This design comes from an exercise in tuning for small area and a short achievable clock period on the open sky130 flow, not from production work.

==> job 9365: inputs <==
// alu_unit
module alu_unit
#(
  parameter int unsigned WIDTH = 32
) (
  input  logic               clk,
  input  logic               rst_n,
  input  logic               in_valid,
  input  logic [WIDTH-1:0]   rs,
  input  logic [WIDTH-1:0]   rt,
  input  logic [alu_pkg::CTRL_W-1:0]  ctrl,
  input  logic [alu_pkg::SHAMT_W-1:0] sa,
  input  logic               div_signed,
  output logic               out_valid,
  output logic [WIDTH-1:0]   rd,
  output logic               overflow,
  output logic [WIDTH-1:0]   quotient,
  output logic [WIDTH-1:0]   remainder
);
==> module alu_unit, before the edit <==
module alu_unit
#(
  parameter int unsigned WIDTH = 32
) (
  input  logic               clk,
  input  logic               rst_n,
  input  logic               in_valid,
  input  logic [WIDTH-1:0]   rs,
  input  logic [WIDTH-1:0]   rt,
  input  logic [alu_pkg::CTRL_W-1:0]  ctrl,
  input  logic [alu_pkg::SHAMT_W-1:0] sa,
  input  logic               div_signed,
  output logic               out_valid,
  output logic [WIDTH-1:0]   rd,
  output logic               overflow,
  output logic [WIDTH-1:0]   quotient,
  output logic [WIDTH-1:0]   remainder
);
  localparam int SPLIT = 12;
  localparam int RW    = 32 - SPLIT;
  logic [WIDTH-1:0] sum_c;
  logic [WIDTH-1:0] diff_c;
  logic [WIDTH-1:0] alu_rd_c;
  logic             alu_ovf_c;
  always_comb begin
    sum_c     = rs + rt;
    diff_c    = rs - rt;
    alu_rd_c  = '0;
    alu_ovf_c = 1'b0;
    case (ctrl)
      alu_pkg::ALU_ADDU: alu_rd_c = sum_c;
      alu_pkg::ALU_ADD: begin
        alu_rd_c  = sum_c;
        alu_ovf_c = (rs[WIDTH-1] == rt[WIDTH-1]) && (sum_c[WIDTH-1] != rs[WIDTH-1]);
      end
      alu_pkg::ALU_AND:  alu_rd_c = rs & rt;
      alu_pkg::ALU_OR:   alu_rd_c = rs | rt;
      alu_pkg::ALU_NOR:  alu_rd_c = ~(rs | rt);
      alu_pkg::ALU_XOR:  alu_rd_c = rs ^ rt;
      alu_pkg::ALU_SUBU: alu_rd_c = diff_c;
      alu_pkg::ALU_SUB: begin
        alu_rd_c  = diff_c;
        alu_ovf_c = (rs[WIDTH-1] != rt[WIDTH-1]) && (diff_c[WIDTH-1] != rs[WIDTH-1]);
      end
      alu_pkg::ALU_SLTU: alu_rd_c = {{(WIDTH-1){1'b0}}, (rs < rt)};
      alu_pkg::ALU_SLT:  alu_rd_c = {{(WIDTH-1){1'b0}}, ($signed(rs) < $signed(rt))};
      alu_pkg::ALU_SLL:  alu_rd_c = rt << sa;
      alu_pkg::ALU_SRL:  alu_rd_c = rt >> sa;
      alu_pkg::ALU_SRA:  alu_rd_c = $unsigned($signed(rt) >>> sa);
      default: begin
        alu_rd_c  = '0;
        alu_ovf_c = 1'b0;
      end
    endcase
  end
  logic        neg_a, neg_b, b_zero;
  logic [31:0] mag_a, mag_b;
  logic [31:SPLIT] q_hi_c;
  logic [31:0] r_hi_c;
  always_comb begin
    neg_a  = div_signed & rs[31];
    neg_b  = div_signed & rt[31];
    mag_a  = neg_a ? (~rs + 32'd1) : rs;
    mag_b  = neg_b ? (~rt + 32'd1) : rt;
    b_zero = (rt == 32'd0);
  end
  alu_div32 #(.HI(31), .LO(SPLIT)) u_div_hi (
    .rin (32'd0), .a(mag_a), .b(mag_b), .q(q_hi_c), .rout(r_hi_c)
  );
  logic             out_valid_q;
  logic [WIDTH-1:0] rd_q;
  logic             overflow_q;
  logic [RW-1:0]    rem_q;
  logic [31:SPLIT]  qhi_q;
  logic [SPLIT-1:0] alo_q;
  logic [31:0]      b_q;
  logic             negq_q, negr_q;
  always_ff @(posedge clk) begin
    if (!rst_n) begin
      out_valid_q <= 1'b0;
      rd_q        <= '0;
      overflow_q  <= 1'b0;
      rem_q       <= '0;
      qhi_q       <= '0;
      alo_q       <= '0;
      b_q         <= 32'd1;
      negq_q      <= 1'b0;
      negr_q      <= 1'b0;
    end else begin
      out_valid_q <= in_valid;
      if (in_valid) begin
        rd_q        <= alu_rd_c;
        overflow_q  <= alu_ovf_c;
        rem_q       <= r_hi_c[RW-1:0];
        qhi_q       <= q_hi_c;
        alo_q       <= mag_a[SPLIT-1:0];
        b_q         <= mag_b;
        negq_q      <= (neg_a ^ neg_b) & ~b_zero;
        negr_q      <= neg_a;
      end
    end
  end
  logic [SPLIT-1:0] q_lo_c;
  logic [31:0]      r_c, q_c;
  alu_div32 #(.HI(SPLIT-1), .LO(0)) u_div_lo (
    .rin ({{SPLIT{1'b0}}, rem_q}), .a({qhi_q, alo_q}), .b(b_q), .q(q_lo_c), .rout(r_c)
  );
  assign q_c = {qhi_q, q_lo_c};
  assign out_valid = out_valid_q;
  assign rd        = rd_q;
  assign overflow  = overflow_q;
  assign quotient  = negq_q ? (~q_c + 32'd1) : q_c;
  assign remainder = negr_q ? (~r_c + 32'd1) : r_c;
endmodule
==> flow/config.mk <==
export PLATFORM = sky130hd
export DESIGN_NAME = alu_unit
export DESIGN_NICKNAME = alu_unit
export VERILOG_FILES = /design/flow/design.v
export SDC_FILE = /design/flow/constraint.sdc
export NUM_CORES = 4
export LEC_CHECK = 0
export CAP_MARGIN = 20
export CORE_MARGIN = 2
export CORE_UTILIZATION = 40
export SLEW_MARGIN = 20
==> flow/constraint.sdc <==
create_clock -name core_clock -period 100.0 [get_ports {clk}]
set_input_delay 20.0000 -clock core_clock [delete_from_list [all_inputs] [get_ports {clk}]]
set_output_delay 20.0000 -clock core_clock [all_outputs]
set_load 0.01 [all_outputs]
run.sh (not shown) runs the stock make flow with config.mk's settings and CLKGATE_MAP_FILE= SYNTH_SCRIPT=/design/flow/synth_recipe.tcl, a recipe that flattens the netlist after the stock synthesis.
==> inputs of job 5742, as changes to job 9365 <==
--- a/flow/design.v
+++ b/flow/design.v
@@ -2827,11 +2827,33 @@
 );
-  localparam int SPLIT = 12;
+  localparam int SPLIT = 13;
   localparam int RW    = 32 - SPLIT;
-  logic [WIDTH-1:0] sum_c;
-  logic [WIDTH-1:0] diff_c;
-  logic [WIDTH-1:0] alu_rd_c;
-  logic             alu_ovf_c;
+  logic        sub;
+  logic [31:0] y, sum;
+  logic [32:0] cy;
+  logic        ovf, lt_s, lt_u;
+  assign sub   = ctrl[3];
+  assign y     = rt ^ {32{sub}};
+  assign cy[0] = sub;
+  genvar gi;
+  generate
+    for (gi = 0; gi < 32; gi++) begin : g_add
+      assign sum[gi]  = rs[gi] ^ y[gi] ^ cy[gi];
+      assign cy[gi+1] = (rs[gi] & y[gi]) | (rs[gi] & cy[gi]) | (y[gi] & cy[gi]);
+    end
+  endgenerate
+  assign ovf  = (rs[31] == y[31]) && (sum[31] != rs[31]);
+  assign lt_u = ~cy[32];
+  assign lt_s = sum[31] ^ ovf;
+  logic        left, fill;
+  logic [31:0] sh_in, sh_out, sh_rev;
+  always_comb begin
+    left = (ctrl[1:0] == 2'b00);
+    fill = (ctrl[1:0] == 2'b10) & rt[31];
+    for (int i = 0; i < 32; i++) sh_in[i] = left ? rt[31-i] : rt[i];
+    sh_out = 32'($signed({fill, sh_in}) >>> sa);
+    for (int i = 0; i < 32; i++) sh_rev[i] = sh_out[31-i];
+  end
+  logic [31:0] alu_rd_c;
+  logic        alu_ovf_c;
   always_comb begin
-    sum_c     = rs + rt;
-    diff_c    = rs - rt;
     alu_rd_c  = '0;
@@ -2839,6 +2861,6 @@
     case (ctrl)
-      alu_pkg::ALU_ADDU: alu_rd_c = sum_c;
+      alu_pkg::ALU_ADDU: alu_rd_c = sum;
       alu_pkg::ALU_ADD: begin
-        alu_rd_c  = sum_c;
-        alu_ovf_c = (rs[WIDTH-1] == rt[WIDTH-1]) && (sum_c[WIDTH-1] != rs[WIDTH-1]);
+        alu_rd_c  = sum;
+        alu_ovf_c = ovf;
       end
@@ -2848,12 +2870,12 @@
       alu_pkg::ALU_XOR:  alu_rd_c = rs ^ rt;
-      alu_pkg::ALU_SUBU: alu_rd_c = diff_c;
+      alu_pkg::ALU_SUBU: alu_rd_c = sum;
       alu_pkg::ALU_SUB: begin
-        alu_rd_c  = diff_c;
-        alu_ovf_c = (rs[WIDTH-1] != rt[WIDTH-1]) && (diff_c[WIDTH-1] != rs[WIDTH-1]);
+        alu_rd_c  = sum;
+        alu_ovf_c = ovf;
       end
-      alu_pkg::ALU_SLTU: alu_rd_c = {{(WIDTH-1){1'b0}}, (rs < rt)};
-      alu_pkg::ALU_SLT:  alu_rd_c = {{(WIDTH-1){1'b0}}, ($signed(rs) < $signed(rt))};
-      alu_pkg::ALU_SLL:  alu_rd_c = rt << sa;
-      alu_pkg::ALU_SRL:  alu_rd_c = rt >> sa;
-      alu_pkg::ALU_SRA:  alu_rd_c = $unsigned($signed(rt) >>> sa);
+      alu_pkg::ALU_SLTU: alu_rd_c = {31'd0, lt_u};
+      alu_pkg::ALU_SLT:  alu_rd_c = {31'd0, lt_s};
+      alu_pkg::ALU_SLL:  alu_rd_c = sh_rev;
+      alu_pkg::ALU_SRL:  alu_rd_c = sh_out;
+      alu_pkg::ALU_SRA:  alu_rd_c = sh_out;
       default: begin
==> flow/flow/run.sh (new file) <==
#!/bin/bash
# Standard ORFS layout, with repair_timing asked to leave setup margin so the
# resizer speeds up the design instead of stopping at the 100 ns clock.
set -euo pipefail
bash standard.sh SETUP_SLACK_MARGIN=40 finish > orfs_flow.log 2>&1
==> flow/standard.sh (new file) <==
#!/bin/bash
# synth_recipe.tcl (not shown) runs the flow's synth.tcl, then flattens the netlist and writes it again
# the make line also repeats each setting of config.mk as NAME=value (left out here)
make -C /OpenROAD-flow-scripts/flow DESIGN_CONFIG=/design/flow/config.mk WORK_HOME=/design/flow/orfs CLKGATE_MAP_FILE= SYNTH_SCRIPT=/design/flow/synth_recipe.tcl "${@:-finish}"
ABC_AREA = 1   (was unset)
CORE_UTILIZATION = 65   (was 40)
PLACE_DENSITY = 0.75   (was unset)
removed: flow/run.sh
==> inputs of job 1182, as changes to job 9365 <==
--- a/flow/design.v
+++ b/flow/design.v
@@ -2829,9 +2829,31 @@
   localparam int RW    = 32 - SPLIT;
-  logic [WIDTH-1:0] sum_c;
-  logic [WIDTH-1:0] diff_c;
-  logic [WIDTH-1:0] alu_rd_c;
-  logic             alu_ovf_c;
+  logic        sub;
+  logic [31:0] y, sum;
+  logic [32:0] cy;
+  logic        ovf, lt_s, lt_u;
+  assign sub   = ctrl[3];
+  assign y     = rt ^ {32{sub}};
+  assign cy[0] = sub;
+  genvar gi;
+  generate
+    for (gi = 0; gi < 32; gi++) begin : g_add
+      assign sum[gi]  = rs[gi] ^ y[gi] ^ cy[gi];
+      assign cy[gi+1] = (rs[gi] & y[gi]) | (rs[gi] & cy[gi]) | (y[gi] & cy[gi]);
+    end
+  endgenerate
+  assign ovf  = (rs[31] == y[31]) && (sum[31] != rs[31]);
+  assign lt_u = ~cy[32];
+  assign lt_s = sum[31] ^ ovf;
+  logic        left, fill;
+  logic [31:0] sh_in, sh_out, sh_rev;
+  always_comb begin
+    left = (ctrl[1:0] == 2'b00);
+    fill = (ctrl[1:0] == 2'b10) & rt[31];
+    for (int i = 0; i < 32; i++) sh_in[i] = left ? rt[31-i] : rt[i];
+    sh_out = 32'($signed({fill, sh_in}) >>> sa);
+    for (int i = 0; i < 32; i++) sh_rev[i] = sh_out[31-i];
+  end
+  logic [31:0] alu_rd_c;
+  logic        alu_ovf_c;
   always_comb begin
-    sum_c     = rs + rt;
-    diff_c    = rs - rt;
     alu_rd_c  = '0;
@@ -2839,6 +2861,6 @@
     case (ctrl)
-      alu_pkg::ALU_ADDU: alu_rd_c = sum_c;
+      alu_pkg::ALU_ADDU: alu_rd_c = sum;
       alu_pkg::ALU_ADD: begin
-        alu_rd_c  = sum_c;
-        alu_ovf_c = (rs[WIDTH-1] == rt[WIDTH-1]) && (sum_c[WIDTH-1] != rs[WIDTH-1]);
+        alu_rd_c  = sum;
+        alu_ovf_c = ovf;
       end
@@ -2848,12 +2870,12 @@
       alu_pkg::ALU_XOR:  alu_rd_c = rs ^ rt;
-      alu_pkg::ALU_SUBU: alu_rd_c = diff_c;
+      alu_pkg::ALU_SUBU: alu_rd_c = sum;
       alu_pkg::ALU_SUB: begin
-        alu_rd_c  = diff_c;
-        alu_ovf_c = (rs[WIDTH-1] != rt[WIDTH-1]) && (diff_c[WIDTH-1] != rs[WIDTH-1]);
+        alu_rd_c  = sum;
+        alu_ovf_c = ovf;
       end
-      alu_pkg::ALU_SLTU: alu_rd_c = {{(WIDTH-1){1'b0}}, (rs < rt)};
-      alu_pkg::ALU_SLT:  alu_rd_c = {{(WIDTH-1){1'b0}}, ($signed(rs) < $signed(rt))};
-      alu_pkg::ALU_SLL:  alu_rd_c = rt << sa;
-      alu_pkg::ALU_SRL:  alu_rd_c = rt >> sa;
-      alu_pkg::ALU_SRA:  alu_rd_c = $unsigned($signed(rt) >>> sa);
+      alu_pkg::ALU_SLTU: alu_rd_c = {31'd0, lt_u};
+      alu_pkg::ALU_SLT:  alu_rd_c = {31'd0, lt_s};
+      alu_pkg::ALU_SLL:  alu_rd_c = sh_rev;
+      alu_pkg::ALU_SRL:  alu_rd_c = sh_out;
+      alu_pkg::ALU_SRA:  alu_rd_c = sh_out;
       default: begin
==> flow/flow/run.sh (new file) <==
#!/bin/bash
# Standard ORFS layout, with repair_timing asked to leave setup margin so the
# resizer speeds up the design instead of stopping at the 100 ns clock.
set -euo pipefail
bash standard.sh SETUP_SLACK_MARGIN=30 finish > orfs_flow.log 2>&1
==> flow/standard.sh (new file) <==
#!/bin/bash
# synth_recipe.tcl (not shown) runs the flow's synth.tcl, then flattens the netlist and writes it again
# the make line also repeats each setting of config.mk as NAME=value (left out here)
make -C /OpenROAD-flow-scripts/flow DESIGN_CONFIG=/design/flow/config.mk WORK_HOME=/design/flow/orfs CLKGATE_MAP_FILE= SYNTH_SCRIPT=/design/flow/synth_recipe.tcl "${@:-finish}"
ABC_AREA = 1   (was unset)
CORE_UTILIZATION = 65   (was 40)
PLACE_DENSITY = 0.75   (was unset)
removed: flow/run.sh
==> notes.md <==
| item | job 1182 | job 9365 | job 5742 |
|---|---|---|---|
| Max-cap check violation count | 0 | 0 | - |
| Area of the core region | 0.05924 sq mm | 0.1074 sq mm | - |
| Share of layout cells above drive strength 1 | 13.97% | 6.114% | - |
| Area of all placed cells without fillers | 0.04292 sq mm | 0.04730 sq mm | - |
| Startpoint types | flip-flop | primary input | - |
| Placed insts | 6190 | 7128 | 6412 |
| Layout multi-input combinational cell count | 4390 | 4819 | - |
| Worst stage delay on the critical path | 0.55 ns | 0.85 ns | - |
| Clock buffer count in the final layout | 17 | 17 | - |
| Timing startpoint of the critical path | b_q[0] | rt[1] | - |
| Clock-cell share of area | 1.452% | 1.217% | - |
| Placed wire-length estimate | 101300 um | 134100 um | 104000 um |
| Total detailed-routing wirelength | 130600 um | 169200 um | - |
| WHS Endpoint | rd_q[27] | rd_q[24] | - |
| Remaining number of nets flagged by the antenna check after routing | 0 | 0 | - |
| Status | no timing/DRC/antenna violations | no timing/DRC/antenna violations | did not finish |
| Failing step | - | - | global routing (5_1_grt) |
| Setup clock skew after layout | 0 ns | 0 ns | - |
Function was not checked in any run of this note: the RTL went through the layout flow alone.

afterwards: timing with drivers on the ports:
The results above use ideal ports. As a check the final layouts listed here were re-extracted and re-timed, cells and wires unchanged.
Step 1 (the two cells are an assumption about what drives the block):
set clk [get_ports {clk}]
set_driving_cell -lib_cell sky130_fd_sc_hd__clkbuf_16 $clk
set_driving_cell -lib_cell sky130_fd_sc_hd__buf_2 [delete_from_list [all_inputs] $clk]
Step 2 also shifts input and output timing later by t, the mid clock arrival at the registers, as if the neighbouring blocks saw the same clock.
Three values: no drivers, after step 1, after step 2; two values: the first two.
run	shift t [ns]	slack for setup (ns)	worst setup path after step 2	cell pins on the clock port's net
job 9365	0.557	22.943 / 22.938 / 22.380	input to register	1
job 1182	0.499	33.534 / 33.482 / 33.487	input to register	1
After both steps setup and hold are still met in every run listed. For job 9365, which loses most, drivers alone change the setup slack by -0.005 ns; drivers and shift together by -0.563 ns.
